Source: an optimization exercise on an open RTL-to-GDS flow (aim: small area). Production flows keep margins and buffers that such runs may drop. Only simulation tests tie the RTL to the original design; equivalence was not proved. Power is estimated from default activity; no workload was simulated.

===== flow/flow/abc.script =====
strash
&get -n
&dch -f
&nf -R 1000
&put
topo
stime -c
upsize -c
dnsize -c

===== flow/flow/run.sh =====
#!/bin/bash
# Standard ORFS layout with two changes: the ABC mapping script used by
# synthesis is flow/abc.script (area-oriented &nf mapping with choices),
# and the port buffers are the smallest buffer cell.
set -euo pipefail
W=$PWD
{
  echo "proc abc {args} {"
  echo "  set i [lsearch -exact \$args -script]"
  echo "  if {\$i >= 0} { lset args [expr {\$i + 1}] $W/flow/abc.script }"
  echo "  yosys abc {*}\$args"
  echo "}"
  cat synth_recipe.tcl
} > my_synth.tcl
bash standard.sh SYNTH_SCRIPT=$W/my_synth.tcl synth > synth.log 2>&1
bash standard.sh SYNTH_SCRIPT=$W/my_synth.tcl "BUFFER_PORTS_ARGS=-buffer_cell sky130_fd_sc_hd__buf_1" > layout.log 2>&1

===== flow/standard.sh =====
#!/bin/bash
# synth_recipe.tcl (not shown) runs the flow's synth.tcl, then flattens the netlist and writes it again
# the make line also repeats each setting of config.mk as NAME=value (left out here)
make -C /OpenROAD-flow-scripts/flow DESIGN_CONFIG=/design/flow/config.mk WORK_HOME=/design/flow/orfs CLKGATE_MAP_FILE= SYNTH_SCRIPT=/design/flow/synth_recipe.tcl "${@:-finish}"

===== flow/design.v =====
`timescale 1ns/100ps
package isa_pkg;
   typedef struct packed {
      logic [3:0] op;
      logic [3:0] f_s;   
      logic [3:0] f_a;
      logic [3:0] f_b;
   } instr_t;
   localparam logic [3:0] OP_JZ    = 4'b1000;
   localparam logic [3:0] OP_JNZ   = 4'b1001;
   localparam logic [3:0] OP_LOADI = 4'b1010;
   localparam logic [3:0] OP_STOP  = 4'b1111;
endpackage
`timescale 1ns/100ps
package core_pkg;
   typedef logic [31:0] word_t;
   typedef logic [7:0]  pc_t;
endpackage
`timescale 1ns/100ps
module instr_decoder (
   input  logic [15:0] code,
   input  logic        rst_n,
   output logic [15:0] sel_a,      
   output logic [15:0] sel_b,      
   output logic [15:0] wr_sel,     
   output logic        write_en,
   output logic        imm_en,
   output logic        jz,
   output logic        jnz,
   output logic        stop
);
   logic [3:0] op;
   assign op = code[15:12];
   assign imm_en   = op == isa_pkg::OP_LOADI;
   assign write_en = (~op[3] & ~(op[2] & op[1])) | imm_en;
   assign jz       = op == isa_pkg::OP_JZ;
   assign jnz      = op == isa_pkg::OP_JNZ;
   assign stop     = op == isa_pkg::OP_STOP;
   for (genvar r = 0; r < 16; r++) begin : g_dec
      assign sel_a[r]  = code[7:4]  == 4'(r);
      assign sel_b[r]  = code[3:0]  == 4'(r);
      assign wr_sel[r] = (code[11:8] == 4'(r)) & write_en & rst_n;
   end
endmodule
`timescale 1ns/100ps
module pc_unit (
   input  logic       clk,
   input  logic       rst_n,
   input  logic       jz,
   input  logic       jnz,
   input  logic       stop,
   input  logic [7:0] target,
   input  logic [7:0] a_low,
   output logic [7:0] pc,
   output logic [7:0] next_pc,
   output logic       branch_en
);
   logic a_zero;
   assign a_zero    = a_low == 8'd0;
   assign branch_en = (jz & a_zero) | (jnz & ~a_zero);
   always_comb begin
      if (!rst_n)
         next_pc = 8'd0;
      else if (stop)
         next_pc = pc;
      else if (branch_en)
         next_pc = target;
      else
         next_pc = pc + 8'd1;
   end
   always_ff @(posedge clk)
      pc <= next_pc;
endmodule
`timescale 1ns/100ps
module reg_file (
   input  logic        clk,
   input  logic [15:0] sel_a,
   input  logic [15:0] sel_b,
   input  logic [15:0] wr_sel,
   input  logic [31:0] wdata,
   output logic [31:0] a,
   output logic [31:0] b
);
   logic [15:0][31:0] regs;
   for (genvar r = 0; r < 16; r++) begin : g_reg
      always_ff @(posedge clk)
         if (wr_sel[r])
            regs[r] <= wdata;
   end
   function automatic logic pick(input logic [15:0] t);
      logic [5:0] grp;
      logic       y;
      for (int k = 0; k < 5; k++)
         grp[k] = t[3 * k] | t[3 * k + 1] | t[3 * k + 2];
      grp[5] = t[15];
      y = (grp[0] | grp[1] | grp[2]) | (grp[3] | grp[4] | grp[5]);
      pick = y;
   endfunction
   always_comb
      for (int i = 0; i < 32; i++) begin
         logic [15:0] ta, tb;
         for (int r = 0; r < 16; r++) begin
            ta[r] = regs[r][i] & sel_a[r];
            tb[r] = regs[r][i] & sel_b[r];
         end
         a[i] = pick(ta);
         b[i] = pick(tb);
      end
endmodule
`timescale 1ns/100ps
module barrel_shifter (
   input  logic [31:0] a,
   input  logic [4:0]  shamt,
   output logic [31:0] y
);
   logic [31:0] s1, s2;
   always_comb begin
      s1 = '0;
      s2 = '0;
      for (int k = 0; k < 4; k++)
         s1 = s1 | ((a >> k) & {32{shamt[1:0] == 2'(k)}});
      for (int k = 0; k < 4; k++)
         s2 = s2 | ((s1 >> (4 * k)) & {32{shamt[3:2] == 2'(k)}});
      y = shamt[4] ? s2 >> 16 : s2;
   end
endmodule
`timescale 1ns/100ps
module exec_unit (
   input  logic [3:0]  op,
   input  logic [7:0]  imm,
   input  logic [31:0] a,
   input  logic [31:0] b,
   output logic [31:0] result
);
   logic [31:0] b_in, p, g, gc, pc, sum, sh_in, sh;
   logic        cin;
   assign cin  = op[0];
   assign b_in = b ^ {32{op[0]}};
   assign p    = a ^ b_in;
   assign g    = a & b_in;
   always_comb begin
      gc    = g;
      pc    = p;
      gc[0] = g[0] | (p[0] & cin);
      for (int d = 1; d < 32; d = d * 2)
         for (int i = 2 * d - 1; i < 32; i = i + 2 * d) begin
            gc[i] = gc[i] | (pc[i] & gc[i - d]);
            pc[i] = pc[i] & pc[i - d];
         end
      for (int d = 8; d >= 1; d = d / 2)
         for (int i = 3 * d - 1; i < 32; i = i + 2 * d) begin
            gc[i] = gc[i] | (pc[i] & gc[i - d]);
            pc[i] = pc[i] & pc[i - d];
         end
   end
   assign sum = p ^ {gc[30:0], cin};
   always_comb
      for (int i = 0; i < 32; i++)
         sh_in[i] = op[0] ? a[i] : a[31 - i];
   barrel_shifter u_shifter (.a(sh_in), .shamt(b[4:0]), .y(sh));
   logic sel_sll, sel_srl, sel_sum, sel_and, sel_xnor, sel_imm;
   assign sel_imm  = op[3];
   assign sel_sll  = ~op[3] & ~op[2] & ~op[1] & ~op[0];
   assign sel_srl  = ~op[3] & ~op[2] & ~op[1] &  op[0];
   assign sel_sum  = ~op[3] & ~op[2] &  op[1];
   assign sel_and  = ~op[3] &  op[2] & ~op[0];
   assign sel_xnor = ~op[3] &  op[2] &  op[0];
   always_comb
      for (int i = 0; i < 32; i++)
         result[i] = (sel_sum & sum[i]) |
                     (((sel_sll  & sh[31 - i]) |
                       (sel_srl  & sh[i])      |
                       (sel_and  & g[i]))      |
                      ((sel_xnor & p[i])       |
                       (sel_imm  & (i < 8 ? imm[i % 8] : 1'b0))));
endmodule
`timescale 1ns/100ps
module cpu_top (
   input  logic                 clk,
   input  logic                 rst_n,
   input  isa_pkg::instr_t      code,
   output core_pkg::pc_t        pc,
   output core_pkg::pc_t        next_pc,
   output core_pkg::word_t      result,
   output logic                 write_en,
   output logic                 imm_en,
   output logic                 branch_en
);
   logic [15:0] sel_a, sel_b, wr_sel;
   logic        jz, jnz, stop;
   logic [31:0] a, b;
   instr_decoder u_decoder (
      .code     (code),
      .rst_n    (rst_n),
      .sel_a    (sel_a),
      .sel_b    (sel_b),
      .wr_sel   (wr_sel),
      .write_en (write_en),
      .imm_en   (imm_en),
      .jz       (jz),
      .jnz      (jnz),
      .stop     (stop)
   );
   reg_file u_regs (
      .clk    (clk),
      .sel_a  (sel_a),
      .sel_b  (sel_b),
      .wr_sel (wr_sel),
      .wdata  (result),
      .a      (a),
      .b      (b)
   );
   exec_unit u_exec (
      .op     (code.op),
      .imm    ({code.f_a, code.f_b}),
      .a      (a),
      .b      (b),
      .result (result)
   );
   pc_unit u_pc (
      .clk       (clk),
      .rst_n     (rst_n),
      .jz        (jz),
      .jnz       (jnz),
      .stop      (stop),
      .target    ({code.f_s, code.f_b}),
      .a_low     (a[7:0]),
      .pc        (pc),
      .next_pc   (next_pc),
      .branch_en (branch_en)
   );
endmodule

===== flow/constraint.sdc =====
create_clock -name core_clock -period 12.0 [get_ports {clk}]
set_input_delay 2.4000 -clock core_clock [delete_from_list [all_inputs] [get_ports {clk}]]
set_output_delay 2.4000 -clock core_clock [all_outputs]
set_load 0.01 [all_outputs]

===== flow/config.mk =====
export PLATFORM = sky130hd
export DESIGN_NAME = cpu_top
export DESIGN_NICKNAME = cpu_top
export VERILOG_FILES = /design/flow/design.v
export SDC_FILE = /design/flow/constraint.sdc
export NUM_CORES = 4
export LEC_CHECK = 0
export CAP_MARGIN = 20
export CORE_MARGIN = 2
export CORE_UTILIZATION = 55
export CTS_BUF_LIST = sky130_fd_sc_hd__clkbuf_8
export CTS_CLUSTER_DIAMETER = 50
export CTS_CLUSTER_SIZE = 16
export PLACE_DENSITY = 0.65
export SLEW_MARGIN = 20

==> impl_results.md, run 1 <==
- CP arrival: between 9 and 10 ns
- Final Critical Period: roughly 12 ns
- Root Driver: clkbuf_8
- Vias per inst: 8.054
- Register-to-Register Path Depth: 25
- Hold_sp: u_pc.pc[3]$_DFF_P_
- Number of global-route vias before repair: 19.45k
- GR Layer Usage met2: 0.5974
- Ys flop type: edfxtp_1
- Slew Viols, Final: 0
- Cts hold-fix bufs: 0
- Finished Cell Area: 27400 um2
- Power after layout: between 4 and 5 mW
- CTS tree: done
- Pwr/cell area: about 150 nW/um2
- Finished Core Util: 0.6348
- CTS sink count: 520
- First-pass GRT wire length: 132.7 mm
- Top-area cell type share of the netlist area: 0.6368
- Vias: 20.67k
- GRT Resource Usage Total: 0.4130
- GP Congestion: between 1 and 1.5
- HPWL after DPL: 60.45 mm
- Unrepaired setup endpoints after global routing: false
- Hold Path Class: reg2reg
- Count leader, synth: edfxtp_1
- Mean Syn Cell Area: 14.17 um2
- Detailed Route WL: 94.47 mm
- Number of flops mapped to enable cells by yosys: 512
- Final Net Count: 2020
- Final Hold Violating Endpoints: 0
- VDD IR-drop max: 0.1048 mV
- Core Region: 43170 um2
- # DRC: 0
- Critical Path Source: code[4]
- R2R setup slack: roughly 5.4 ns
- # fillers: approximately 3.3k
- Post-Syn Nets: 1771
- Remaining antenna violation count: 0
- Slew Limit Headroom: 0.2607
- I/O Buffers: 68
- Synthesized flop and latch total: 520
- Multi-input logic area: 8876 um2
- Yosys top cell by area: edfxtp_1
- Tcrit/Tclk final: 0.9711
- Critical path capture point type: output port
- M3 GR Usage: 0.1533
- Slew @ Worst Pin: 1.109 ns
- Crit path to: result[30]
- Max stage delay on crit path: about 0.69 ns
- Global Route met1 Usage: 0.5527
- # setup viols final: 0
- Clk_skew: between 0.03 and 0.04 ns
- Busiest grt layer: met2
- Setup TNS: 0 ns
- DRT Pass-1 Iters: 14
- Synthesized instance count: 1704
- Critical Path Start Type: primary input
- Register area share after synthesis: 0.6434
- Antenna violations before repair: 5
- # IOs: between 60 and 70
- Pin count of the biggest net entering global routing: 50
- GR Overflow Total: 0
- Share of cells above drive strength 1: 0.1370
- Die ar.: ~46000 um2
- RR Endpoint: u_regs.regs[414]$_DFFE_PP_
- Max-cap check violation count: 0
- Per-cell routed wire length: approximately 37 um
- TritonCTS buffer count: 46
- Worst path required time: approximately 9.6 ns
- Launch point of the worst reg-to-reg path: u_regs.regs[69]$_DFFE_PP_
- Row count: 76
- Layout area overhead: 13.51%
- Reg clk slew, reported paths: 0.08 ns
- DR iter-0 viols: ~5.8k
- Starting Density: 0.5592
- Post-DP Area: 26480 um2
- Max clock buf depth: 3
- Library cells used by synthesis: 49
- Register Area: 15530 um2
- Synth top cells by count: 512 x edfxtp_1, 335 x a222oi_1, 139 x nand2_1
- Hold WS: 0.6268 ns
- Clk Latency, worst-skew pair: 0.71 ns
- Die Ht: 213.5 um
- Crit Path Category: in2out
- Crit path max fanout: 16
- Top cells by area, synth: edfxtp_1 64%, a222oi_1 14%, o22ai_1 2.6%
- Fmax achieved: 0.08581 GHz
- H-tree depth: 2
- Status: finished clean
- Async S/R FF share, synth: 0
- Synth Warn #: 4
- Leakage Power: just under 9 nW
- Critical Path Slowest Stage Cell: a222oi_1
- Die W: 213.5 um
- Synth Cell Area: between 20000 and 25000 um2
==> report_power, final <==
group	switching [mW]	total, mW	internal (mW)
sequential	0.0104	2.10	2.09
clock	0.644	1.03	0.389
combinational	0.615	0.885	0.270
==> routing by layer <==
metal / routed length (um) / part of all wire
met1: 32850 / 0.35
met2: 39460 / 0.42
met3: 16910 / 0.18
met4: 5195 / 0.055
met5: 57 / 0.00060
==> worst min path at each step <==
| stage | cells after the start | slack (ns) | to |
|---|---|---|---|
| after CTS | 2 | 0.62 | u_pc.pc[3]$_DFF_P_ |
| after detailed placement | 2 | 0.60 | u_pc.pc[3]$_DFF_P_ |
| after global routing | 2 | 0.67 | u_pc.pc[7]$_DFF_P_ |
| after global placement | 2 | 0.58 | u_pc.pc[3]$_DFF_P_ |
| after floorplan | 2 | 0.63 | u_pc.pc[7]$_DFF_P_ |
| final | 2 | 0.63 | u_pc.pc[3]$_DFF_P_ |
==> sequential cells by signal (all words and copies together) (netlist names) <==
signal and count:
u_regs.regs 512, u_pc.pc 8
==> placed cells by master (no fill, tap or decap), types with 42 or more instances in the layout <==
master / Yosys / layout
a222oi_1: 335 / 335
buf_1: 0 / 63
buf_4: 0 / 131
clkbuf_8: 0 / 47
edfxtp_1: 512 / 512
nand2_1: 139 / 139
nand3_1: 54 / 54
nor2_1: 94 / 70
o21ai_0: 68 / 50
o22ai_1: 102 / 102
xnor2_1: 42 / 42
==> cell type report <==
class / count / area share
timing repair buffer: 201 / 0.04698
clock inverter: 26 / 0.008081
multi-input combinational: 1158 / 0.3239
clock buffer: 47 / 0.02361
tap: 585 / 0.02671
antenna: 3 / 0.0002739
inverter: 26 / 0.003561
sequential: 520 / 0.5669
==> through the flow <==
step,setup slack [ns],cells
3_3_place_gp,0.3046,2488
4_1_cts,0.1095,2563
6_report,0.3464,2566
3_5_place_dp,0.1410,2490
2_1_floorplan,0.1562,1704
5_1_grt,0.02053,2563
==> cells by family after synthesis <==
| kind of cell | Yosys count | synth area share |
|---|---|---|
| AO/OA/AOI/OAI | 672 | 0.2290 |
| flip-flops | 520 | 0.6434 |
| AND/OR/NAND/NOR | 375 | 0.07022 |
| XOR/XNOR | 53 | 0.01923 |
| adder cells (fa/ha/maj) | 49 | 0.03037 |
| buffers and inverters | 26 | 0.004042 |
| multiplexers | 9 | 0.003731 |
==> critical path, delay by kind of cell <==
| family | cells | cell delay [ns] |
|---|---|---|
| buffers and inverters | 5 | 1.02 |
| AOI/OAI and AO/OA | 15 | 3.94 |
| adders and majority gates | 2 | 0.83 |
| and+or+nand+nor | 7 | 1.03 |
==> repair_timing <==
| item | CTS | global route |
|---|---|---|
| buffers inserted | 0 | 0 |
| setup endpoints to repair | 0 | 4 |
| gates resized for setup | 0 | 17 |
==> run 2, diff against run 1 <==
==> flow/flow/abc.script (replaced) <==
strash
&get -n
&dch -f
&nf -R 1000
&put
topo
stime -c
buffer -c
upsize -c
dnsize -c
==> impl_results.md, run 2 <==
- Slew Viols, Final: 0 (unchanged)
- Top-area cell type share of the netlist area: 0.6188 (was 0.6368)
- Register area share after synthesis: 0.6252 (was 0.6434)
- Max clock buf depth: 3 (unchanged)
- Crit path to: result[31] (was result[30])
- Die W: 216.5 um (was 213.5 um)
- Max reg flops: 512 (unchanged)
- DR iter-0 viols: 5599 (was 5808)
- Critical Path Source: code[4] (unchanged)
- Global Route met1 Usage: 0.5484 (was 0.5527)
- Yosys top cell by area: edfxtp_1 (unchanged)
- DRT Pass-1 Iters: 13 (was 14)
- Crit path max fanout: 15 (was 16)
- Most common cell after layout, fill and taps aside: edfxtp_1 (unchanged)
- CTS sink count: 520 (unchanged)
- Hold Path Class: reg2reg (unchanged)
- Vias: 20.70k (was 20.67k)
- Per-cell routed wire length: 37.65 um (was 36.82 um)
- Number of flops mapped to enable cells by yosys: 512 (unchanged)
- Final Net Count: 1997 (was 2020)
- Pwr/cell area: 151.5 nW/um2 (was 146.7 nW/um2)
- Critical Path Slowest Stage Cell: o21ai_1 (was a222oi_1)
- Reg clk slew, reported paths: 0.10 ns (was 0.08 ns)
- Final Hold Violating Endpoints: 0 (unchanged)
- HPWL after DPL: 59.71 mm (was 60.45 mm)
- Launch point of the worst reg-to-reg path: u_regs.regs[1]$_DFFE_PP_ (was u_regs.regs[69]$_DFFE_PP_)
- Synthesized instance count: 1863 (was 1704)
- Vias per inst: 8.114 (was 8.054)
- Row count: 77 (was 76)
- Final WS setup: 0.4039 ns (was 0.3464 ns)
- Critical path capture point type: output port (unchanged)
- Synth Warn #: 4 (unchanged)
- First-pass GRT wire length: 135.4 mm (was 132.7 mm)
- Critical Path Start Type: primary input (unchanged)
- Synth top cells by count: 512 x edfxtp_1, 335 x a222oi_1, 139 x nand2_1 (unchanged)
- CP arrival: 9.20 ns (was 9.25 ns)
- Slew @ Worst Pin: 1.100 ns (was 1.109 ns)
- Antenna violations before repair: 0 (was 5)
- Clk_skew: 0.04711 ns (was 0.03871 ns)
- Post-Layout Cell Count: 2551 (was 2566)
- I/O Buffers: 68 (unchanged)
- Detailed Route WL: 96.03 mm (was 94.47 mm)
- Slew Limit Headroom: 0.2669 (was 0.2607)
- Synth Cell Area: 24850 um2 (was 24140 um2)
- CTS tree: done (unchanged)
- Hold depth: 2 (unchanged)
- Count leader, synth: edfxtp_1 (unchanged)
- R2R setup slack: 5.33 ns (was 5.37 ns)
- GRT Resource Usage Total: 0.4028 (was 0.4130)
- Unrepaired setup endpoints after global routing: false (unchanged)
- # DRC: 0 (unchanged)
- Starting Density: 0.5594 (was 0.5592)
- Fmax achieved: 0.08624 GHz (was 0.08581 GHz)
- H-tree depth: 2 (unchanged)
- Diode count: 0 (was 3)
- GP Congestion: 1.029 (was 1.011)
- VDD IR-drop max: 0.1212 mV (was 0.1048 mV)
- Power after layout: 4.150 mW (was 4.021 mW)
- Mean Syn Cell Area: 13.34 um2 (was 14.17 um2)
- Max stage delay on crit path: 0.44 ns (was 0.69 ns)
- Root Driver: clkbuf_8 (unchanged)
- Top cells by area, synth: edfxtp_1 62%, a222oi_1 13%, o22ai_1 2.6% (was edfxtp_1 64%, a222oi_1 14%, o22ai_1 2.6%)
- Register-to-Register Path Depth: 26 (was 25)
- Post-Syn Nets: 1930 (was 1771)
- Die Ht: 216.5 um (was 213.5 um)
- # setup viols final: 0 (unchanged)
- Leakage Power: 8.861 nW (was 8.803 nW)
- Max-cap check violation count: 0 (unchanged)
- Share of cells above drive strength 1: 0.1343 (was 0.1370)
- Placed Instances: 2472 (was 2490)
- Final Critical Period: 11.60 ns (was 11.65 ns)
- Tcrit/Tclk final: 0.9663 (was 0.9711)
- TritonCTS buffer count: 47 (was 46)
- Worst path most repeated cell: a31oi_1
- Synthesized flop and latch total: 520 (unchanged)
- Largest regs: u_regs.regs: 512 flops, u_pc.pc: 8 flops (unchanged)
- Die ar.: 46890 um2 (was 45590 um2)
- Remaining antenna violation count: 0 (unchanged)
- Crit Path Category: in2out (unchanged)
- Number of global-route vias before repair: 19.83k (was 19.45k)
- Worst path required time: 9.60 ns (about the same)
- Library cells used by synthesis: 56 (was 49)
- GR Overflow Total: 0 (unchanged)
- GR Layer Usage met2: 0.5857 (was 0.5974)
- RR Endpoint: u_regs.regs[510]$_DFFE_PP_ (was u_regs.regs[414]$_DFFE_PP_)
- Pin count of the biggest net entering global routing: 56 (was 50)
- Status: finished clean (unchanged)
- Pre-CTS setup slack: 0.4076 ns (was 0.1410 ns)
- M3 GR Usage: 0.1093 (was 0.1533)
- Clk Latency, worst-skew pair: 0.70 ns (was 0.71 ns)
- Busiest grt layer: met2 (unchanged)
- Async S/R FF share, synth: 0 (unchanged)
- Top reg by flops: u_regs.regs (unchanged)
- Setup TNS: 0 ns (unchanged)
- # IOs: 69 (unchanged)
- Ys flop type: edfxtp_1 (unchanged)
- Layout area overhead: 10.27% (was 13.51%)
- Core Region: 44410 um2 (was 43170 um2)
- Most frequent cells in the layout: 512 x edfxtp_1, 335 x a222oi_1, 139 x nand2_1 (unchanged)
==> run 2: changes by cell type after synthesis, moves of 12 or more <==
cell,delta
a211oi_2,+12
buf_2,+21
clkbuf_1,+124
clkinv_1,-26
inv_1,+24
o21ai_0,-25
o21ai_1,+25
==> run 2: worst max-delay path: cells and delay by family <==
kind | cells | cell delay [ns]
xor+xnor | 1 | 0.14
buf+inv | 4 | 0.99
compound gates | 14 | 3.76
simple gates | 7 | 1.10
fa+ha+maj | 2 | 0.78
==> run 2: area by class of cell <==
cell class                      instances  area, um2
Inverter                               26      100.1
Tap cell                              592      740.7
Sequential cell                       520      15530
Timing Repair Buffer                  177       1082
Fill cell                            3409      17020
Clock buffer                           48      660.6
Clock inverter                         30      365.4
Multi-Input combinational cell       1158       8914
==> run 2: kinds of logic (layout without fill, tap and decap cells) <==
| group | Yosys count | count (layout) | share of synthesized area |
|---|---|---|---|
| flops | 520 | 520 | 0.6252 |
| fa+ha+maj | 49 | 49 | 0.02951 |
| mux | 9 | 9 | 0.003626 |
| xor+xnor | 53 | 53 | 0.01868 |
| compound gates | 672 | 672 | 0.2251 |
| simple gates | 375 | 375 | 0.06783 |
| buf+inv | 185 | 281 | 0.03001 |
==> run 2: layer usage <==
| metal | share of wire | wire (um) | vias up |
|---|---|---|---|
| met3 | 0.16 | 14910 | 348 |
| met5 | 0 | 0 | - |
| met1 | 0.35 | 33980 | 10152 |
| met2 | 0.43 | 41310 | 1961 |
| li1 | - | - | 8238 |
| met4 | 0.061 | 5834 | 0 |
==> run 2: timing repair <==
item                       CTS  global route
buffers inserted             0             1
resized for setup            0            10
setup endpoints to repair    0             2
hold buffers                 0             0
==> run 2: power by group <==
part / switching (mW) / total [mW] / internal (mW) / leakage (nW)
combinational: 0.614 / 0.881 / 0.267 / 3.59
clock: 0.660 / 1.17 / 0.505 / 0.519
sequential: 0.0106 / 2.10 / 2.09 / 4.75
total: 1.28 / 4.15 / 2.86 / 8.86
==> run 2: worst min path at each step <==
stage / startpoint / endpoint / slack (ns)
after global placement: u_pc.pc[7]$_DFF_P_ / u_pc.pc[7]$_DFF_P_ / 0.58
after detailed placement: u_pc.pc[3]$_DFF_P_ / u_pc.pc[3]$_DFF_P_ / 0.60
after floorplan: u_pc.pc[7]$_DFF_P_ / u_pc.pc[7]$_DFF_P_ / 0.63
after global routing: u_pc.pc[1]$_DFF_P_ / u_pc.pc[1]$_DFF_P_ / 0.69
final: u_pc.pc[6]$_DFF_P_ / u_pc.pc[6]$_DFF_P_ / 0.64
after CTS: u_pc.pc[3]$_DFF_P_ / u_pc.pc[3]$_DFF_P_ / 0.62
==> run 2: per-stage QoR <==
stage	area, um2	utilization	hold WS (ns)
final	27400	0.6169	0.6363
after global routing	27400	0.6169	0.6916
after CTS	27360	0.6161	0.6212
after detailed placement	26340	0.5930	0.6040
after floorplan	24850	-	0.6318
after global placement	26340	0.5930	0.5775
==> run 3, diff against run 2 <==
--- a/flow/config.mk
+++ b/flow/config.mk
@@ -8,8 +8,8 @@
 export CAP_MARGIN = 20
 export CORE_MARGIN = 2
 export CORE_UTILIZATION = 55
-export CTS_BUF_LIST = sky130_fd_sc_hd__clkbuf_8
-export CTS_CLUSTER_DIAMETER = 50
-export CTS_CLUSTER_SIZE = 16
+export CTS_BUF_LIST = sky130_fd_sc_hd__clkbuf_16
+export CTS_CLUSTER_DIAMETER = 80
+export CTS_CLUSTER_SIZE = 30
 export PLACE_DENSITY = 0.65
 export SLEW_MARGIN = 20
==> impl_results.md, run 3 <==
- Max reg flops: 512 (unchanged)
- Row count: 77 (unchanged)
- Tcrit/Tclk final: 0.9646 (was 0.9663)
- Critical path capture point type: output port (unchanged)
- CP delay by family, top: compound AO/OA/AOI/OAI gates (unchanged)
- Finished Core Util: 0.6154 (was 0.6169)
- Unrepaired setup endpoints after global routing: false (unchanged)
- Sequential power share: 0.513 (was 0.507)
- Clk_skew: 0.03691 ns (was 0.04711 ns)
- Sw Ratio: 0.3093 (was 0.3096)
- Share of cells above drive strength 1: 0.1220 (was 0.1343)
- Max-cap check violation count: 0 (unchanged)
- CTS sink count: 520 (unchanged)
- Register area share after synthesis: 0.6252 (unchanged)
- Yosys top cell by area: edfxtp_1 (unchanged)
- Synthesized flop and latch total: 520 (unchanged)
- Top reg by flops: u_regs.regs (unchanged)
- Synth Cell Area: 24850 um2 (unchanged)
- Per-cell routed wire length: 37.79 um (was 37.65 um)
- Clk Latency, worst-skew pair: 0.64 ns (was 0.70 ns)
- Pwr/cell area: 150.2 nW/um2 (was 151.5 nW/um2)
- Hold_sp: u_pc.pc[6]$_DFF_P_ (unchanged)
- Net Switching: 1.270 mW (was 1.285 mW)
- Layout area overhead: 10.00% (was 10.27%)
- Max clock buf depth: 3 (unchanged)
- Synthesized instance count: 1863 (unchanged)
- # fillers: 3407 (was 3409)
- Setup TNS: 0 ns (unchanged)
- P_int: 2.834 mW (was 2.865 mW)
- Slew Limit Headroom: 0.2572 (was 0.2669)
- # setup viols final: 0 (unchanged)
- Status: finished clean (unchanged)
- H-tree depth: 1 (was 2)
- Finished Cell Area: 27330 um2 (was 27400 um2)
- Worst path required time: 9.60 ns (about the same)
- GP Congestion: 1.029 (unchanged)
- Slew @ Worst Pin: 1.114 ns (was 1.100 ns)
- HPWL after DPL: 59.71 mm (unchanged)
- Register-to-Register Path Depth: 26 (unchanged)
- R2R setup slack: 5.28 ns (was 5.33 ns)
- CTS tree: done (unchanged)
- Diode count: 0 (unchanged)
- Synth top cells by count: 512 x edfxtp_1, 335 x a222oi_1, 139 x nand2_1 (unchanged)
- Post-Layout Cell Count: 2518 (was 2551)
- Largest regs: u_regs.regs: 512 flops, u_pc.pc: 8 flops (unchanged)
- Die W: 216.5 um (unchanged)
- Slew Viols, Final: 0 (unchanged)
- Crit Path Category: in2out (unchanged)
- # DRC: 0 (unchanged)
- Mean Syn Cell Area: 13.34 um2 (unchanged)
- Crit path max fanout: 7 (was 15)
- Worst Hold End: u_pc.pc[6]$_DFF_P_ (unchanged)
- Launch point of the worst reg-to-reg path: u_regs.regs[1]$_DFFE_PP_ (unchanged)
- Leakage Power: 8.809 nW (was 8.861 nW)
- Starting Density: 0.5594 (unchanged)
- Fmax achieved: 0.08639 GHz (was 0.08624 GHz)
- CP arrival: 9.18 ns (was 9.20 ns)
- WP buf/inv: 5 (was 4)
- Post-DP Area: 26340 um2 (unchanged)
- Pin count of the biggest net entering global routing: 56 (unchanged)
- Reg clk slew, reported paths: 0.11 ns (was 0.10 ns)
- Antenna violations before repair: 0 (unchanged)
- Hold Path Class: reg2reg (unchanged)
- Library cells used by synthesis: 56 (unchanged)
- Power after layout: 4.104 mW (was 4.150 mW)
- VDD IR-drop max: 0.1516 mV (was 0.1212 mV)
- Final Critical Period: 11.58 ns (was 11.60 ns)
- Placed Instances: 2472 (unchanged)
- Most frequent cells in the layout: 512 x edfxtp_1, 335 x a222oi_1, 139 x nand2_1 (unchanged)
- Post-Syn Nets: 1930 (unchanged)
- Root Driver: clkbuf_16 (was clkbuf_8)
- Top-area cell type share of the netlist area: 0.6188 (unchanged)
- Number of global-route vias before repair: 19.66k (was 19.83k)
- I/O Buffers: 68 (unchanged)
- First-pass GRT wire length: 134.8 mm (was 135.4 mm)
- DR iter-0 viols: 5436 (was 5599)
- Cts hold-fix bufs: 0 (unchanged)
- DRT Pass-1 Iters: 13 (unchanged)
- RR Endpoint: u_regs.regs[94]$_DFFE_PP_ (was u_regs.regs[510]$_DFFE_PP_)
- Critical Path Start Type: primary input (unchanged)
- Final Hold Violating Endpoints: 0 (unchanged)
- Die Ht: 216.5 um (unchanged)
- Vias per inst: 8.159 (was 8.114)
- Final Net Count: 1977 (was 1997)
- Power share of the clock group: 0.273 (was 0.281)
- Most common cell after layout, fill and taps aside: edfxtp_1 (unchanged)
- Hold depth: 2 (unchanged)
- Register Area: 15530 um2 (unchanged)
- TritonCTS buffer count: 27 (was 47)
- Detailed Route WL: 95.16 mm (was 96.03 mm)
- Critical Path Slowest Stage Cell: fa_1 (was o21ai_1)
- Remaining antenna violation count: 0 (unchanged)
- Core Region: 44410 um2 (unchanged)
- Multi-input logic area: 8914 um2 (unchanged)
- Ys flop type: edfxtp_1 (unchanged)
- Worst path most repeated cell: a31oi_1 (unchanged)
- Number of flops mapped to enable cells by yosys: 512 (unchanged)
- Count leader, synth: edfxtp_1 (unchanged)
- Synth Warn #: 4 (unchanged)
- # IOs: 69 (unchanged)
- Combinational Power Share: 0.215 (was 0.212)
- GRT Resource Usage Total: 0.3993 (was 0.4028)
- Die ar.: 46890 um2 (unchanged)
- Async S/R FF share, synth: 0 (unchanged)
- Vias: 20.54k (was 20.70k)
- Top cells by area, synth: edfxtp_1 62%, a222oi_1 13%, o22ai_1 2.6% (unchanged)
- GR Overflow Total: 0 (unchanged)
- Max stage delay on crit path: 0.46 ns (was 0.44 ns)
==> run 3: cell counts after synthesis <==
Identical to the previous run, type by type.
==> run 3: cells by family (layout without fill, tap and decap cells) <==
| group | after synthesis | in the layout | synth area share |
|---|---|---|---|
| AOI/OAI and AO/OA | 672 | 672 | 0.2251 |
| xor gates and xnor gates | 53 | 53 | 0.01868 |
| adders and majority gates | 49 | 49 | 0.02951 |
| buffers and inverters | 185 | 248 | 0.03001 |
| DFF | 520 | 520 | 0.6252 |
| muxes | 9 | 9 | 0.003626 |
| and+or+nand+nor | 375 | 375 | 0.06783 |
==> run 3: per-stage QoR <==
| stage | hold WS [ns] | setup slack (ns) |
|---|---|---|
| 3_3_place_gp | 0.5775 | 0.5917 |
| 6_report | 0.6465 | 0.4245 |
| 4_1_cts | 0.6233 | 0.3856 |
| 5_1_grt | 0.6933 | 0.005199 |
| 3_5_place_dp | 0.6040 | 0.4076 |
| 2_1_floorplan | 0.6318 | 1.014 |
==> run 3: power by group through the flow <==
stage / combinational [mW] / sequential, mW / clock (mW)
2_1_floorplan: 0.522 / 2.15 / 0
3_3_place_gp: 0.835 / 2.14 / 0
3_5_place_dp: 0.847 / 2.14 / 0
4_1_cts: 0.850 / 2.10 / 1.12
5_1_grt: 0.936 / 2.10 / 1.19
6_report: 0.880 / 2.10 / 1.12
==> run 3: worst max-delay path by stage <==
stage,startpoint,cells after the start,slack [ns],endpoint
after floorplan,code[12],28,1.01,result[30]
after global placement,code[2],29,0.59,result[30]
after detailed placement,code[2],29,0.41,result[30]
after CTS,code[2],29,0.39,result[30]
after global routing,code[2],29,0.005,result[30]
final,code[3],30,0.42,result[30]
==> run 3: what timing repair did <==
item	in CTS	in global routing
endpoints found under the setup margin	0	2
setup buffers	0	1
gates resized for setup	0	10
==> run 3: tightest hold or removal path, stage by stage (launching register included) <==
cell and delay [ns]:
dfxtp_1 0.36, o21ai_0 0.17, a31oi_1 0.07
==> run 3: final cells by class <==
class / count / share of cell area
Inverter: 26 / 0.003662
Clock inverter: 18 / 0.01039
Clock buffer: 27 / 0.02472
Multi-Input combinational cell: 1158 / 0.3261
Timing Repair Buffer: 177 / 0.03960
Tap cell: 592 / 0.02710
Sequential cell: 520 / 0.5684
==> run 3: routing by layer <==
layer	track usage	up-vias	wire, um
met4	0.2139	0	5788
met2	0.5854	1951	40980
li1	-	8185	-
met3	0.1085	346	14790
met5	0	-	0
met1	0.5459	10062	33600
==> run 4, diff against run 3 <==
--- a/flow/config.mk
+++ b/flow/config.mk
@@ -11,5 +11,6 @@
 export CTS_BUF_LIST = sky130_fd_sc_hd__clkbuf_16
 export CTS_CLUSTER_DIAMETER = 80
 export CTS_CLUSTER_SIZE = 30
+export GPL_ROUTABILITY_DRIVEN = 0
 export PLACE_DENSITY = 0.65
 export SLEW_MARGIN = 20
==> impl_results.md, run 4 <==
- Mean Syn Cell Area: 13.34 um2 (unchanged)
- Hold WS: 0.6473 ns (was 0.6465 ns)
- Critical Path Start Type: primary input (unchanged)
- Vias: 20.21k (was 20.54k)
- Post-Layout Cell Count: 2514 (was 2518)
- Slew @ Worst Pin: 1.110 ns (was 1.114 ns)
- Synthesized instance count: 1863 (unchanged)
- Pwr/cell area: 149.2 nW/um2 (was 150.2 nW/um2)
- GR Overflow Total: 0 (unchanged)
- Max stage delay on crit path: 0.45 ns (was 0.46 ns)
- Finished Cell Area: 27340 um2 (was 27330 um2)
- Clk Latency, worst-skew pair: 0.62 ns (was 0.64 ns)
- Vias per inst: 8.040 (was 8.159)
- Die Ht: 216.5 um (unchanged)
- Final Net Count: 1972 (was 1977)
- Top reg by flops: u_regs.regs (unchanged)
- Most frequent cells in the layout: 512 x edfxtp_1, 335 x a222oi_1, 139 x nand2_1 (unchanged)
- # IOs: 69 (unchanged)
- Crit path max fanout: 11 (was 7)
- Remaining antenna violation count: 0 (unchanged)
- Number of flops mapped to enable cells by yosys: 512 (unchanged)
- R2R setup slack: 5.24 ns (was 5.28 ns)
- VDD IR-drop max: 0.1138 mV (was 0.1516 mV)
- Critical path capture point type: output port (unchanged)
- Async S/R FF share, synth: 0 (unchanged)
- Synthesized flop and latch total: 520 (unchanged)
- Layout area overhead: 10.03% (was 10.00%)
- Synth Warn #: 4 (unchanged)
- Fmax achieved: 0.08630 GHz (was 0.08639 GHz)
- Synth top cells by count: 512 x edfxtp_1, 335 x a222oi_1, 139 x nand2_1 (unchanged)
- Ys flop type: edfxtp_1 (unchanged)
- Library cells used by synthesis: 56 (unchanged)
- Yosys top cell by area: edfxtp_1 (unchanged)
- Setup Fix Bufs, Post-CTS: 0 (unchanged)
- Pin count of the biggest net entering global routing: 50 (was 56)
- Reg clk slew, reported paths: 0.09 ns (was 0.11 ns)
- Largest regs: u_regs.regs: 512 flops, u_pc.pc: 8 flops (unchanged)
- Synth Area in Compound Gates: 0.2251 (unchanged)
- # fillers: 3391 (was 3407)
- Adder-Cell Fraction of Synth Area: 0.02951 (unchanged)
- Max reg flops: 512 (unchanged)
- # resized after CTS: 0 (unchanged)
- DRT Pass-1 Iters: 14 (was 13)
- Tcrit/Tclk final: 0.9656 (was 0.9646)
- First-pass GRT wire length: 126.4 mm (was 134.8 mm)
- Number of global-route vias before repair: 18.88k (was 19.66k)
- Post-synthesis mux area share: 0.003626 (unchanged)
- Root Driver: clkbuf_16 (unchanged)
- Worst path most repeated cell: a31oi_1 (unchanged)
- Share of cells above drive strength 1: 0.1213 (was 0.1220)
- Worst path required time: 9.60 ns (about the same)
- Starting Density: 0.5594 (unchanged)
- I/O Buffers: 68 (unchanged)
- Final Critical Period: 11.59 ns (was 11.58 ns)
- Power after layout: 4.079 mW (was 4.104 mW)
- Leakage Power: 8.787 nW (was 8.809 nW)
- Placed Instances: 2467 (was 2472)
- CTS tree: done (unchanged)
- Unrepaired setup endpoints after global routing: false (unchanged)
- Net Switching: 1.216 mW (was 1.270 mW)
- Core Region: 44410 um2 (unchanged)
- Antenna violations before repair: 0 (unchanged)
- Pre-CTS setup slack: 0.2651 ns (was 0.4076 ns)
- Row count: 77 (unchanged)
- Final WS setup: 0.4127 ns (was 0.4245 ns)
- Hold Path Class: reg2reg (unchanged)
- Die W: 216.5 um (unchanged)
- Synth Cell Area: 24850 um2 (unchanged)
- Slew Limit Headroom: 0.2580 (was 0.2572)
- Sequential power share: 0.516 (was 0.513)
- Top cells by area, synth: edfxtp_1 62%, a222oi_1 13%, o22ai_1 2.6% (unchanged)
- Post-Syn Nets: 1930 (unchanged)
- HPWL after DPL: 56.38 mm (was 59.71 mm)
- Register area share after synthesis: 0.6252 (unchanged)
- Combinational Power Share: 0.207 (was 0.215)
- Per-cell routed wire length: 35.25 um (was 37.79 um)
- Count leader, synth: edfxtp_1 (unchanged)
- TritonCTS buffer count: 27 (unchanged)
- Largest family of logic cells by synthesized area: compound AO/OA/AOI/OAI gates (unchanged)
- CP arrival: 9.19 ns (was 9.18 ns)
- Slew Viols, Final: 0 (unchanged)
- Register Area: 15530 um2 (unchanged)
- Multi-input logic area: 8934 um2 (was 8914 um2)
- Post-Synth XOR/XNOR Area: 0.01868 (unchanged)
- P_int: 2.863 mW (was 2.834 mW)
- Detailed Route WL: 88.61 mm (was 95.16 mm)
- Cts hold-fix bufs: 0 (unchanged)
- Max-cap check violation count: 0 (unchanged)
- Crit Path Category: in2out (unchanged)
- DR iter-0 viols: 5829 (was 5436)
- Clk_skew: 0.02549 ns (was 0.03691 ns)
- CP delay by family, top: compound AO/OA/AOI/OAI gates (unchanged)
- Most common cell after layout, fill and taps aside: edfxtp_1 (unchanged)
- Post-DP Area: 26300 um2 (was 26340 um2)
- Finished Core Util: 0.6155 (was 0.6154)
- WP buf/inv: 5 (unchanged)
- Status: finished clean (unchanged)
- Simple-Gate Fraction of Synth Area: 0.06783 (unchanged)
- Critical Path Slowest Stage Cell: fa_1 (unchanged)
- Die ar.: 46890 um2 (unchanged)
- Final Hold Violating Endpoints: 0 (unchanged)
- Top-area cell type share of the netlist area: 0.6188 (unchanged)
- # setup viols final: 0 (unchanged)
- CTS sink count: 520 (unchanged)
- # DRC: 0 (unchanged)
- Power share of the clock group: 0.278 (was 0.273)
- Setup TNS: 0 ns (unchanged)
- Sw Ratio: 0.2982 (was 0.3093)
- H-tree depth: 1 (unchanged)
- Max clock buf depth: 3 (unchanged)
- GRT Resource Usage Total: 0.3676 (was 0.3993)
## run 4: cell counts after synthesis
Identical to the previous run, type by type.
## run 4: worst paths after layout
path | start | end | depth (start not counted)
worst min register to register | u_pc.pc[7]$_DFF_P_ | u_pc.pc[7]$_DFF_P_ | 2
worst max register to register | u_regs.regs[1]$_DFFE_PP_ | u_regs.regs[414]$_DFFE_PP_ | 26
worst max-delay path | code[3] | result[30] | 30
worst min-delay path | u_pc.pc[7]$_DFF_P_ | u_pc.pc[7]$_DFF_P_ | 2
## run 4: per-layer routing
metal | GRT usage | vias up | wire, um
li1 | - | 8169 | -
met1 | 0.4928 | 9786 | 31190
met2 | 0.5764 | 1941 | 39950
met3 | 0.08702 | 317 | 13070
met4 | 0.1596 | 0 | 4406
met5 | 0 | - | 0
## run 4: cells by family after synthesis
group | count (synthesis)
AOI/OAI and AO/OA | 672
xor gates and xnor gates | 53
adders and majority gates | 49
buffers and inverters | 185
DFF | 520
muxes | 9
and+or+nand+nor | 375
## run 4: power by group through the flow
stage	Clock [mW]	Sequential [mW]	Combinational [mW]
after floorplan	0	2.15	0.522
final	1.13	2.10	0.844
after global routing	1.19	2.10	0.902
after global placement	0	2.14	0.791
after CTS	1.13	2.10	0.812
after detailed placement	0	2.14	0.808
## run 4: area by class of cell
cell class                 instances  share of cell area
multi-input combinational       1159              0.3268
sequential                       520              0.5683
tap                              592             0.02710
clock buffer                      27             0.02472
antenna                            1          0.00009154
inverter                          26            0.003661
timing repair buffer             171             0.03794
clock inverter                    18             0.01144
## run 4: worst register-to-register path, stage by stage (launching register included)
cell and delay, ns:
edfxtp_1 0.45, a222oi_1 0.40, nand3_1 0.23, a211oi_2 0.41, xnor2_1 0.19, inv_1 0.09
fa_1 0.38, inv_1 0.10, a31oi_1 0.14, o21ai_0 0.36, a31oi_1 0.25, o21ai_1 0.34
nand3_1 0.12, nand2_1 0.14, a21o_1 0.16, nand3_1 0.08, nand2_1 0.13, a31oi_1 0.18
o31a_1 0.32, o21ai_0 0.29, a31oi_1 0.17, o21ai_0 0.26, fa_1 0.45, a222oi_1 0.27
o21a_1 0.17, o21ai_1 0.16, buf_4 0.26
==> run 5, diff against run 4 <==
--- a/flow/config.mk
+++ b/flow/config.mk
@@ -7,10 +7,9 @@
 export LEC_CHECK = 0
 export CAP_MARGIN = 20
 export CORE_MARGIN = 2
-export CORE_UTILIZATION = 55
+export CORE_UTILIZATION = 62
 export CTS_BUF_LIST = sky130_fd_sc_hd__clkbuf_16
 export CTS_CLUSTER_DIAMETER = 80
 export CTS_CLUSTER_SIZE = 30
-export GPL_ROUTABILITY_DRIVEN = 0
-export PLACE_DENSITY = 0.65
+export PLACE_DENSITY = 0.7
 export SLEW_MARGIN = 20
==> impl_results.md, run 5 <==
- Row count: 73 (was 77)
- Die W: 204.2 um (was 216.5 um)
- Hold WS: 0.6274 ns (was 0.6473 ns)
- Hold_sp: u_pc.pc[6]$_DFF_P_ (was u_pc.pc[7]$_DFF_P_)
- Per-cell routed wire length: 36.96 um (was 35.25 um)
- Synthesized flop and latch total: 520 (unchanged)
- Ys flop type: edfxtp_1 (unchanged)
- Library cells used by synthesis: 56 (unchanged)
- Max clock buf depth: 3 (unchanged)
- Synthesized instance count: 1863 (unchanged)
- Setup TNS: 0 ns (unchanged)
- Count leader, synth: edfxtp_1 (unchanged)
- Clk Latency, worst-skew pair: 0.63 ns (was 0.62 ns)
- HPWL after DPL: 58.12 mm (was 56.38 mm)
- Critical Path Slowest Stage Cell: buf_4 (was fa_1)
- # setup viols final: 0 (unchanged)
- Die ar.: 41690 um2 (was 46890 um2)
- Status: finished clean (unchanged)
- CTS tree: done (unchanged)
- Synth Cell Area: 24850 um2 (unchanged)
- Worst path required time: 9.60 ns (about the same)
- Slew Limit Headroom: 0.1604 (was 0.2580)
- CTS sink count: 520 (unchanged)
- # IOs: 69 (unchanged)
- Final Hold Violating Endpoints: 0 (unchanged)
- CP arrival: 9.19 ns (about the same)
- Antenna violations before repair: 0 (unchanged)
- Die Ht: 204.2 um (was 216.5 um)
- GR Overflow Total: 0 (unchanged)
- I/O Buffers: 68 (unchanged)
- Async S/R FF share, synth: 0 (unchanged)
- Number of global-route vias before repair: 19.60k (was 18.88k)
- Synth top cells by count: 512 x edfxtp_1, 335 x a222oi_1, 139 x nand2_1 (unchanged)
- Layout area overhead: 9.306% (was 10.03%)
- First-pass GRT wire length: 129.4 mm (was 126.4 mm)
- Fmax achieved: 0.08625 GHz (was 0.08630 GHz)
- Max stage delay on crit path: 0.48 ns (was 0.45 ns)
- Final Critical Period: 11.59 ns (about the same)
- Worst path most repeated cell: a31oi_1 (unchanged)
- TritonCTS buffer count: 26 (was 27)
- Most frequent cells in the layout: 512 x edfxtp_1, 335 x a222oi_1, 139 x nand2_1 (unchanged)
- # resized after CTS: 0 (unchanged)
- GRT Resource Usage Total: 0.4304 (was 0.3676)
- Vias: 20.67k (was 20.21k)
- Launch point of the worst reg-to-reg path: u_regs.regs[1]$_DFFE_PP_ (unchanged)
- Critical Path Source: code[2] (was code[3])
- Detailed Route WL: 90.56 mm (was 88.61 mm)
- VDD IR-drop max: 0.1632 mV (was 0.1138 mV)
- WP buf/inv: 5 (unchanged)
- Pin count of the biggest net entering global routing: 54 (was 50)
- GP Congestion: 1.063
- Number of flops mapped to enable cells by yosys: 512 (unchanged)
- Crit Path Category: in2out (unchanged)
- Leakage Power: 8.769 nW (was 8.787 nW)
- Root Driver: clkbuf_16 (unchanged)
- # fillers: 2811 (was 3391)
- Mean Syn Cell Area: 13.34 um2 (unchanged)
- Post-Syn Nets: 1930 (unchanged)
- Pre-CTS setup slack: 0.3756 ns (was 0.2651 ns)
- Critical path capture point type: output port (unchanged)
- DR iter-0 viols: 6116 (was 5829)
- Hold Path Class: reg2reg (unchanged)
- Top-area cell type share of the netlist area: 0.6188 (unchanged)
- # DRC: 0 (unchanged)
- Max-cap check violation count: 0 (unchanged)
- Final Net Count: 1975 (was 1972)
- Pwr/cell area: 148.7 nW/um2 (was 149.2 nW/um2)
- Register area share after synthesis: 0.6252 (unchanged)
- Final WS setup: 0.4064 ns (was 0.4127 ns)
- Power after layout: 4.038 mW (was 4.079 mW)
- Largest regs: u_regs.regs: 512 flops, u_pc.pc: 8 flops (unchanged)
- Core Region: 39640 um2 (was 44410 um2)
- Crit path max fanout: 23 (was 11)
- Share of cells above drive strength 1: 0.1179 (was 0.1213)
- DRT Pass-1 Iters: 15 (was 14)
- Max reg flops: 512 (unchanged)
- Most common cell after layout, fill and taps aside: edfxtp_1 (unchanged)
- Setup Fix Bufs, Post-CTS: 0 (unchanged)
- Diode count: 0 (was 1)
- Slew @ Worst Pin: 1.252 ns (was 1.110 ns)
- Clk_skew: 0.02585 ns (was 0.02549 ns)
- H-tree depth: 1 (unchanged)
- Slew Viols, Final: 0 (unchanged)
- Critical Path Start Type: primary input (unchanged)
- CP delay by family, top: compound AO/OA/AOI/OAI gates (unchanged)
- Top reg by flops: u_regs.regs (unchanged)
- Cts hold-fix bufs: 0 (unchanged)
- Remaining antenna violation count: 0 (unchanged)
- Synth Warn #: 4 (unchanged)
- Reg clk slew, reported paths: 0.09 ns (about the same)
- Yosys top cell by area: edfxtp_1 (unchanged)
- Tcrit/Tclk final: 0.9661 (was 0.9656)
- Starting Density: 0.6268 (was 0.5594)
- Vias per inst: 8.438 (was 8.040)
- Unrepaired setup endpoints after global routing: false (unchanged)
- Top cells by area, synth: edfxtp_1 62%, a222oi_1 13%, o22ai_1 2.6% (unchanged)
-- run 5: cell counts after synthesis --
No cell type changed its count.
-- run 5: worst paths after layout --
| check | endpoint | slack, ns | cells past startpoint |
|---|---|---|---|
| max | result[30] | 0.41 | 31 |
| min | u_pc.pc[6]$_DFF_P_ | 0.63 | 2 |
| max reg2reg | u_regs.regs[62]$_DFFE_PP_ | 5.39 | 26 |
| min reg2reg | u_pc.pc[6]$_DFF_P_ | 0.63 | 2 |
-- run 5: power by group --
part           leakage [nW]  switching (mW)  total [mW]  internal (mW)
Clock                 0.440           0.617        1.07          0.449
Combinational          3.58           0.604       0.869          0.265
Sequential             4.75          0.0102        2.10           2.09
-- run 5: worst reg2reg max path, cell delays in order, from the launching register on --
cell and delay (ns):
edfxtp_1 0.41, a222oi_1 0.37, nand3_1 0.16, a211oi_2 0.41, xnor2_1 0.21, inv_1 0.10
fa_1 0.38, inv_1 0.10, a31oi_1 0.16, o21ai_0 0.35, a31oi_1 0.24, o21ai_1 0.34
nand3_1 0.12, nand2_1 0.14, a21o_1 0.16, nand3_1 0.08, nand2_1 0.11, a31oi_1 0.15
o31a_1 0.31, o21ai_0 0.29, a31oi_1 0.17, o21ai_0 0.28, fa_1 0.47, a222oi_1 0.26
o21a_1 0.16, o21ai_1 0.18, buf_4 0.27
-- run 5: area by class of cell --
| cell class | count | area (um2) | area share |
|---|---|---|---|
| well taps | 525 | 656.9 | 0.02419 |
| clock inverters | 19 | 239.0 | 0.008799 |
| clock buffers | 26 | 650.6 | 0.02396 |
| multi-input cells | 1158 | 8906 | 0.3279 |
| inverters | 26 | 100.1 | 0.003686 |
| repair buffers | 176 | 1071 | 0.03944 |
| flip-flops and latches | 520 | 15530 | 0.5720 |
-- run 5: metal layers --
metal / vias to the layer above / routed length (um) / global-route usage
li1: 8177 / - / -
met5: - / 0 / 0
met1: 9862 / 30450 / 0.5821
met2: 2218 / 39060 / 0.6409
met3: 415 / 14470 / 0.1068
met4: 0 / 6576 / 0.2453
-- run 5: cell families after synthesis --
| logic type | after synthesis | synth area share |
|---|---|---|
| AOI/OAI and AO/OA | 672 | 0.2251 |
| buffers and inverters | 185 | 0.03001 |
| DFF | 520 | 0.6252 |
| adders and majority gates | 49 | 0.02951 |
| xor gates and xnor gates | 53 | 0.01868 |
| muxes | 9 | 0.003626 |
| and+or+nand+nor | 375 | 0.06783 |
-- run 5: through the flow --
stage | util | area (um2) | cells
6_report | 0.6851 | 27160 | 2450
5_1_grt | 0.6851 | 27160 | 2450
4_1_cts | 0.6849 | 27150 | 2450
3_5_place_dp | 0.6624 | 26260 | 2405
3_3_place_gp | 0.6624 | 26260 | 2405
2_1_floorplan | - | 24850 | 1863
==> run 6, diff against run 5 <==
==> flow/flow/run.sh (replaced) <==
#!/bin/bash
# Standard ORFS layout with three changes: the ABC mapping script used by
# synthesis is flow/abc.script (area-oriented &nf mapping with choices),
# the port buffers are the smallest buffer cell, and after global routing
# the resizer downsizes gates off the critical paths (RECOVER_POWER).
set -euo pipefail
W=$PWD
{
  echo "proc abc {args} {"
  echo "  set i [lsearch -exact \$args -script]"
  echo "  if {\$i >= 0} { lset args [expr {\$i + 1}] $W/flow/abc.script }"
  echo "  yosys abc {*}\$args"
  echo "}"
  cat synth_recipe.tcl
} > my_synth.tcl
bash standard.sh SYNTH_SCRIPT=$W/my_synth.tcl synth > synth.log 2>&1
bash standard.sh SYNTH_SCRIPT=$W/my_synth.tcl \
  "BUFFER_PORTS_ARGS=-buffer_cell sky130_fd_sc_hd__buf_1" \
  RECOVER_POWER=100 > layout.log 2>&1
--- a/flow/config.mk
+++ b/flow/config.mk
@@ -7,9 +7,9 @@
 export LEC_CHECK = 0
 export CAP_MARGIN = 20
 export CORE_MARGIN = 2
-export CORE_UTILIZATION = 62
+export CORE_UTILIZATION = 55
 export CTS_BUF_LIST = sky130_fd_sc_hd__clkbuf_16
 export CTS_CLUSTER_DIAMETER = 80
 export CTS_CLUSTER_SIZE = 30
-export PLACE_DENSITY = 0.7
+export PLACE_DENSITY = 0.65
 export SLEW_MARGIN = 20
==> impl_results.md, run 6 <==
- Status: complete, but fails checks (was finished clean)
- Layout Check Fail Reasons: max-capacitance violations, max-slew violations
- Cts hold-fix bufs: 0 (unchanged)
- Number of flops mapped to enable cells by yosys: 512 (unchanged)
- Critical path capture point type: output port (unchanged)
- R2R setup slack: 5.15 ns (was 5.39 ns)
- Root Driver: clkbuf_16 (unchanged)
- First-pass GRT wire length: 134.8 mm (was 129.4 mm)
- Mean Syn Cell Area: 13.34 um2 (unchanged)
- I/O Buffers: 68 (unchanged)
- Post-Layout Cell Count: 2520 (was 2450)
- Finished Cell Area: 27120 um2 (was 27160 um2)
- Setup TNS: 0 ns (unchanged)
- Clk Latency, worst-skew pair: 0.64 ns (was 0.63 ns)
- Die W: 216.5 um (was 204.2 um)
- VDD IR-drop max: 0.1518 mV (was 0.1632 mV)
- Vias: 20.53k (was 20.67k)
- Most common cell after layout, fill and taps aside: edfxtp_1 (unchanged)
- Final Critical Period: 11.56 ns (was 11.59 ns)
- # DRC: 0 (unchanged)
- Top-area cell type share of the netlist area: 0.6188 (unchanged)
- Pin count of the biggest net entering global routing: 56 (was 54)
- Layout area overhead: 9.140% (was 9.306%)
- Register area share after synthesis: 0.6252 (unchanged)
- TritonCTS buffer count: 27 (was 26)
- Final Hold Violating Endpoints: 0 (unchanged)
- Synth top cells by count: 512 x edfxtp_1, 335 x a222oi_1, 139 x nand2_1 (unchanged)
- CTS sink count: 520 (unchanged)
- Worst path most repeated cell: a31oi_1 (unchanged)
- Fmax achieved: 0.08651 GHz (was 0.08625 GHz)
- Tcrit/Tclk final: 0.9632 (was 0.9661)
- Max-cap check violation count: 16 (was 0)
- Max reg flops: 512 (unchanged)
- Synth Area in Compound Gates: 0.2251 (unchanged)
- Starting Density: 0.5594 (was 0.6268)
- Reg clk slew, reported paths: 0.12 ns (was 0.09 ns)
- Adder-Cell Fraction of Synth Area: 0.02951 (unchanged)
- Hold Path Class: reg2reg (unchanged)
- Per-cell routed wire length: 37.79 um (was 36.96 um)
- Simple-Gate Fraction of Synth Area: 0.06783 (unchanged)
- Critical Path Slowest Stage Cell: fa_1 (was buf_4)
- DR iter-0 viols: 5947 (was 6116)
- Top cells by area, synth: edfxtp_1 62%, a222oi_1 13%, o22ai_1 2.6% (unchanged)
- Leakage Power: 8.621 nW (was 8.769 nW)
- Max stage delay on crit path: 0.42 ns (was 0.48 ns)
- Critical Path Start Type: primary input (unchanged)
- Async S/R FF share, synth: 0 (unchanged)
- Synth Warn #: 4 (unchanged)
- Number of global-route vias before repair: 19.66k (was 19.60k)
- Vias per inst: 8.148 (was 8.438)
- Slew @ Worst Pin: 3.451 ns (was 1.252 ns)
- Row count: 77 (was 73)
- Top reg by flops: u_regs.regs (unchanged)
- Count leader, synth: edfxtp_1 (unchanged)
- Final WS setup: 0.4410 ns (was 0.4064 ns)
- Yosys top cell by area: edfxtp_1 (unchanged)
- Ys flop type: edfxtp_1 (unchanged)
- Synthesized flop and latch total: 520 (unchanged)
- Most frequent cells in the layout: 512 x edfxtp_1, 335 x a222oi_1, 139 x nand2_1 (unchanged)
- Power after layout: 4.090 mW (was 4.038 mW)
- CTS tree: done (unchanged)
- Post-synthesis mux area share: 0.003626 (unchanged)
- Die ar.: 46890 um2 (was 41690 um2)
- Unrepaired setup endpoints after global routing: false (unchanged)
- Library cells used by synthesis: 56 (unchanged)
- Largest family of logic cells by synthesized area: compound AO/OA/AOI/OAI gates (unchanged)
- Hold WS: 0.6582 ns (was 0.6274 ns)
- Worst path required time: 9.60 ns (about the same)
- # setup viols final: 0 (unchanged)
- WP buf/inv: 4 (was 5)
- Largest regs: u_regs.regs: 512 flops, u_pc.pc: 8 flops (unchanged)
- Die Ht: 216.5 um (was 204.2 um)
- Post-Syn Nets: 1930 (unchanged)
- Crit Path Category: in2out (unchanged)
- Clk_skew: 0.03502 ns (was 0.02585 ns)
- Detailed Route WL: 95.23 mm (was 90.56 mm)
- Placed Instances: 2472 (was 2405)
- H-tree depth: 1 (unchanged)
- Antenna violations before repair: 0 (unchanged)
- CP delay by family, top: compound AO/OA/AOI/OAI gates (unchanged)
- Slew Viols, Final: 506 (was 0)
- Share of cells above drive strength 1: 0.09398 (was 0.1179)
- CP arrival: 9.16 ns (was 9.19 ns)
- # fillers: 3455 (was 2811)
- GP Congestion: 1.029 (was 1.063)
- Slew Limit Headroom: -1.300 (was 0.1604)
- Max clock buf depth: 3 (unchanged)
- Synthesized instance count: 1863 (unchanged)
- DRT Pass-1 Iters: 12 (was 15)
- Post-Synth XOR/XNOR Area: 0.01868 (unchanged)
- # IOs: 69 (unchanged)
- Post-DP Area: 26340 um2 (was 26260 um2)
- Pre-CTS setup slack: 0.4076 ns (was 0.3756 ns)
- Pwr/cell area: 150.8 nW/um2 (was 148.7 nW/um2)
- Synth Cell Area: 24850 um2 (unchanged)
- Finished Core Util: 0.6106 (was 0.6851)
- Remaining antenna violation count: 0 (unchanged)
- HPWL after DPL: 59.71 mm (was 58.12 mm)
- Core Region: 44410 um2 (was 39640 um2)
- GRT Resource Usage Total: 0.3993 (was 0.4304)
- Crit path max fanout: 15 (was 23)
- Final Net Count: 1977 (was 1975)
- GR Overflow Total: 0 (unchanged)
==> run 6: cell counts after synthesis <==
Identical to the previous run, type by type.
==> run 6: what timing repair did <==
item	CTS	global route
setup endpoints to repair	0	2
setup buffers	0	1
gates resized for setup	0	10
==> run 6: layout make-up <==
class | count | area [um2] | area share
antenna | 2 | 5.005 | 0.0001846
timing repair buffer | 177 | 920.9 | 0.03396
clock buffer | 27 | 675.6 | 0.02492
multi-input combinational | 1158 | 8857 | 0.3266
inverter | 26 | 98.84 | 0.003645
clock inverter | 18 | 284.0 | 0.01047
sequential | 520 | 15530 | 0.5729
tap | 592 | 740.7 | 0.02732
==> run 6: where the power goes <==
group / total, mW / switching (mW) / internal, mW
registers: 2.11 / 0.0106 / 2.10
clock network: 1.12 / 0.650 / 0.475
logic: 0.858 / 0.608 / 0.251
total: 4.09 / 1.27 / 2.82
==> run 6: worst register-to-register path, cell delays in order, from the launching register on <==
cell and delay (ns):
edfxtp_1 0.44, a222oi_1 0.40, nand3_1 0.23, a211oi_4 0.37, xnor2_1 0.20, inv_1 0.10, fa_1 0.40, inv_1 0.11
a31oi_1 0.17, o21ai_0 0.34, a31oi_1 0.24, o21ai_1 0.27, nand3_1 0.12, nand2_1 0.14, a21o_1 0.17, nand3_1 0.09
nand2_1 0.12, a31oi_1 0.14, o31a_1 0.30, o21ai_0 0.30, a31oi_1 0.18, o21ai_0 0.28, fa_1 0.46, a222oi_1 0.26
o21a_1 0.16, o21ai_1 0.17, clkbuf_1 0.39
==> run 6: layer usage <==
layer	track usage	share of wire	routed length [um]	vias to the layer above
met5	0	0	0	-
met4	0.2139	0.065	6144	0
met3	0.1085	0.16	15020	350
met2	0.5854	0.43	40990	1963
met1	0.5459	0.35	33080	10034
li1	-	-	-	8185
==> run 6: worst paths after layout <==
kind,to,from,cells after the start
worst max-delay path,result[31],code[4],28
worst min-delay path,u_pc.pc[3]$_DFF_P_,u_pc.pc[3]$_DFF_P_,2
worst max register to register,u_regs.regs[30]$_DFFE_PP_,u_regs.regs[1]$_DFFE_PP_,26
worst min register to register,u_pc.pc[3]$_DFF_P_,u_pc.pc[3]$_DFF_P_,2
==> run 6: kinds of logic after synthesis <==
kind of cell,Yosys count
flops,520
buf+inv,185
fa+ha+maj,49
mux,9
xor+xnor,53
simple gates,375
compound gates,672
==> run 7, diff against run 6 <==
==> flow/flow/run.sh (replaced) <==
#!/bin/bash
# Standard ORFS layout with these changes: the ABC mapping script used by
# synthesis is flow/abc.script (area-oriented &nf mapping with choices),
# the port buffers are the smallest buffer cell, after global routing the
# resizer downsizes gates off the critical paths (RECOVER_POWER), and
# flow/post_grt.tcl then repairs slew and capacitance again.
set -euo pipefail
W=$PWD
{
  echo "proc abc {args} {"
  echo "  set i [lsearch -exact \$args -script]"
  echo "  if {\$i >= 0} { lset args [expr {\$i + 1}] $W/flow/abc.script }"
  echo "  yosys abc {*}\$args"
  echo "}"
  cat synth_recipe.tcl
} > my_synth.tcl
bash standard.sh SYNTH_SCRIPT=$W/my_synth.tcl synth > synth.log 2>&1
bash standard.sh SYNTH_SCRIPT=$W/my_synth.tcl \
  "BUFFER_PORTS_ARGS=-buffer_cell sky130_fd_sc_hd__buf_1" \
  RECOVER_POWER=100 POST_GLOBAL_ROUTE_TCL=$W/flow/post_grt.tcl > layout.log 2>&1
==> flow/flow/post_grt.tcl (new file) <==
# After the power-recovery downsizing at the end of global routing, fix
# any slew or capacitance it broke, then legalise and reroute the nets
# that changed.
global_route -start_incremental
repair_design_helper
log_cmd detailed_placement
global_route -end_incremental
log_cmd estimate_parasitics -global_routing
report_check_types -max_slew -max_capacitance -violators
==> impl_results.md, run 7 <==
- Status: finished clean (was complete, but fails checks)
- Slew Viols, Final: 0 (was 506)
- Hold WS: 0.6494 ns (was 0.6582 ns)
- First-pass GRT wire length: 134.8 mm (unchanged)
- Critical path capture point type: output port (unchanged)
- # DRC: 0 (unchanged)
- DRT Pass-1 Iters: 14 (was 12)
- Top cells by area, synth: edfxtp_1 62%, a222oi_1 13%, o22ai_1 2.6% (unchanged)
- # setup viols final: 0 (unchanged)
- Power after layout: 4.090 mW (about the same)
- Remaining antenna violation count: 0 (unchanged)
- Slew @ Worst Pin: 1.108 ns (was 3.451 ns)
- Max reg flops: 512 (unchanged)
- Launch point of the worst reg-to-reg path: u_regs.regs[1]$_DFFE_PP_ (unchanged)
- I/O Buffers: 68 (unchanged)
- Synthesized instance count: 1863 (unchanged)
- Register area share after synthesis: 0.6252 (unchanged)
- Row count: 77 (unchanged)
- Library cells used by synthesis: 56 (unchanged)
- Crit path max fanout: 15 (unchanged)
- Pwr/cell area: 149.6 nW/um2 (was 150.8 nW/um2)
- Slew Limit Headroom: 0.2612 (was -1.300)
- Async S/R FF share, synth: 0 (unchanged)
- Final Hold Violating Endpoints: 0 (unchanged)
- GP Congestion: 1.029 (unchanged)
- Core Region: 44410 um2 (unchanged)
- Die Ht: 216.5 um (unchanged)
- Hold_sp: u_pc.pc[6]$_DFF_P_ (was u_pc.pc[3]$_DFF_P_)
- Final Critical Period: 11.56 ns (about the same)
- Tcrit/Tclk final: 0.9634 (was 0.9632)
- Vias per inst: 8.117 (was 8.148)
- Starting Density: 0.5594 (unchanged)
- Leakage Power: 8.755 nW (was 8.621 nW)
- Root Driver: clkbuf_16 (unchanged)
- Ys flop type: edfxtp_1 (unchanged)
- Final Net Count: 1985 (was 1977)
- HPWL after DPL: 59.71 mm (unchanged)
- CP arrival: 9.16 ns (about the same)
- # IOs: 69 (unchanged)
- Pre-CTS setup slack: 0.4076 ns (unchanged)
- Setup Fix Bufs, Post-CTS: 0 (unchanged)
- Fmax achieved: 0.08650 GHz (was 0.08651 GHz)
- Top-area cell type share of the netlist area: 0.6188 (unchanged)
- Synth top cells by count: 512 x edfxtp_1, 335 x a222oi_1, 139 x nand2_1 (unchanged)
- Most common cell after layout, fill and taps aside: edfxtp_1 (unchanged)
- Yosys top cell by area: edfxtp_1 (unchanged)
- Synthesized flop and latch total: 520 (unchanged)
- Die ar.: 46890 um2 (unchanged)
- Largest regs: u_regs.regs: 512 flops, u_pc.pc: 8 flops (unchanged)
- Crit Path Category: in2out (unchanged)
- Clk Latency, worst-skew pair: 0.64 ns (about the same)
- Hold Path Class: reg2reg (unchanged)
- Reg clk slew, reported paths: 0.11 ns (was 0.12 ns)
- GR Overflow Total: 0 (unchanged)
- Pin count of the biggest net entering global routing: 56 (unchanged)
- TritonCTS buffer count: 27 (unchanged)
- Synth Cell Area: 24850 um2 (unchanged)
- Number of flops mapped to enable cells by yosys: 512 (unchanged)
- Max-cap check violation count: 0 (was 16)
- Worst path required time: 9.60 ns (about the same)
- Number of global-route vias before repair: 19.66k (unchanged)
- Share of cells above drive strength 1: 0.1060 (was 0.09398)
- Finished Cell Area: 27340 um2 (was 27120 um2)
- Per-cell routed wire length: 37.67 um (was 37.79 um)
- H-tree depth: 1 (unchanged)
- CTS tree: done (unchanged)
- Count leader, synth: edfxtp_1 (unchanged)
- Setup TNS: 0 ns (unchanged)
- VDD IR-drop max: 0.1507 mV (was 0.1518 mV)
- Final WS setup: 0.4392 ns (was 0.4410 ns)
- Vias: 20.52k (was 20.53k)
==> run 7: area by class of cell <==
| class | count | area (um2) | share of cell area |
|---|---|---|---|
| tap | 592 | 740.7 | 0.02710 |
| clock inverter | 18 | 284.0 | 0.01039 |
| clock buffer | 27 | 675.6 | 0.02472 |
| multi-input combinational | 1158 | 8857 | 0.3240 |
| inverter | 26 | 98.84 | 0.003616 |
| antenna | 2 | 5.005 | 0.0001831 |
| timing repair buffer | 185 | 1139 | 0.04165 |
| sequential | 520 | 15530 | 0.5683 |
==> run 7: critical path: cells and delay by family <==
kind,cells,cell delay (ns)
buffers and inverters,4,0.90
adder cells (fa/ha/maj),2,0.80
AO/OA/AOI/OAI,16,3.93
AND/OR/NAND/NOR,7,1.12
==> run 7: where the power goes <==
group	switching, mW	internal, mW
clock network	0.649	0.474
logic	0.609	0.252
registers	0.0105	2.10
total	1.27	2.82
==> run 7: kinds of logic after synthesis <==
family,after synthesis,share of synthesized area
AO/OA/AOI/OAI,672,0.2251
XOR/XNOR,53,0.01868
AND/OR/NAND/NOR,375,0.06783
flip-flops,520,0.6252
buffers and inverters,185,0.03001
adder cells (fa/ha/maj),49,0.02951
multiplexers,9,0.003626
==> run 7: metrics by stage <==
step	cells	util
detailed placement	2472	0.5930
finish	2528	0.6155
floorplan	1863	-
global placement	2472	0.5930
CTS	2517	0.6146
==> run 7: path summary, 6_finish.rpt <==
path / slack, ns / to / cells past startpoint
hold reg to reg: 0.65 / u_pc.pc[6]$_DFF_P_ / 2
hold / removal: 0.65 / u_pc.pc[6]$_DFF_P_ / 2
setup / recovery: 0.44 / result[30] / 29
setup reg to reg: 5.15 / u_regs.regs[94]$_DFFE_PP_ / 26
==> run 7: per-layer routing <==
| layer | track usage | vias to the layer above | share of wire |
|---|---|---|---|
| li1 | - | 8206 | - |
| met1 | 0.5459 | 10067 | 0.35 |
| met2 | 0.5854 | 1892 | 0.43 |
| met3 | 0.1085 | 355 | 0.15 |
| met4 | 0.2139 | 0 | 0.062 |
| met5 | 0 | - | 0 |

Re-timed with assumed drivers on the ports (clkbuf_16 on the clock, buf_2 on other inputs), run 7 has 0.417 ns of setup slack against 0.439 ns with ideal ports, and 0.417 ns once port delays also move by the mid clock arrival of 0.685 ns.
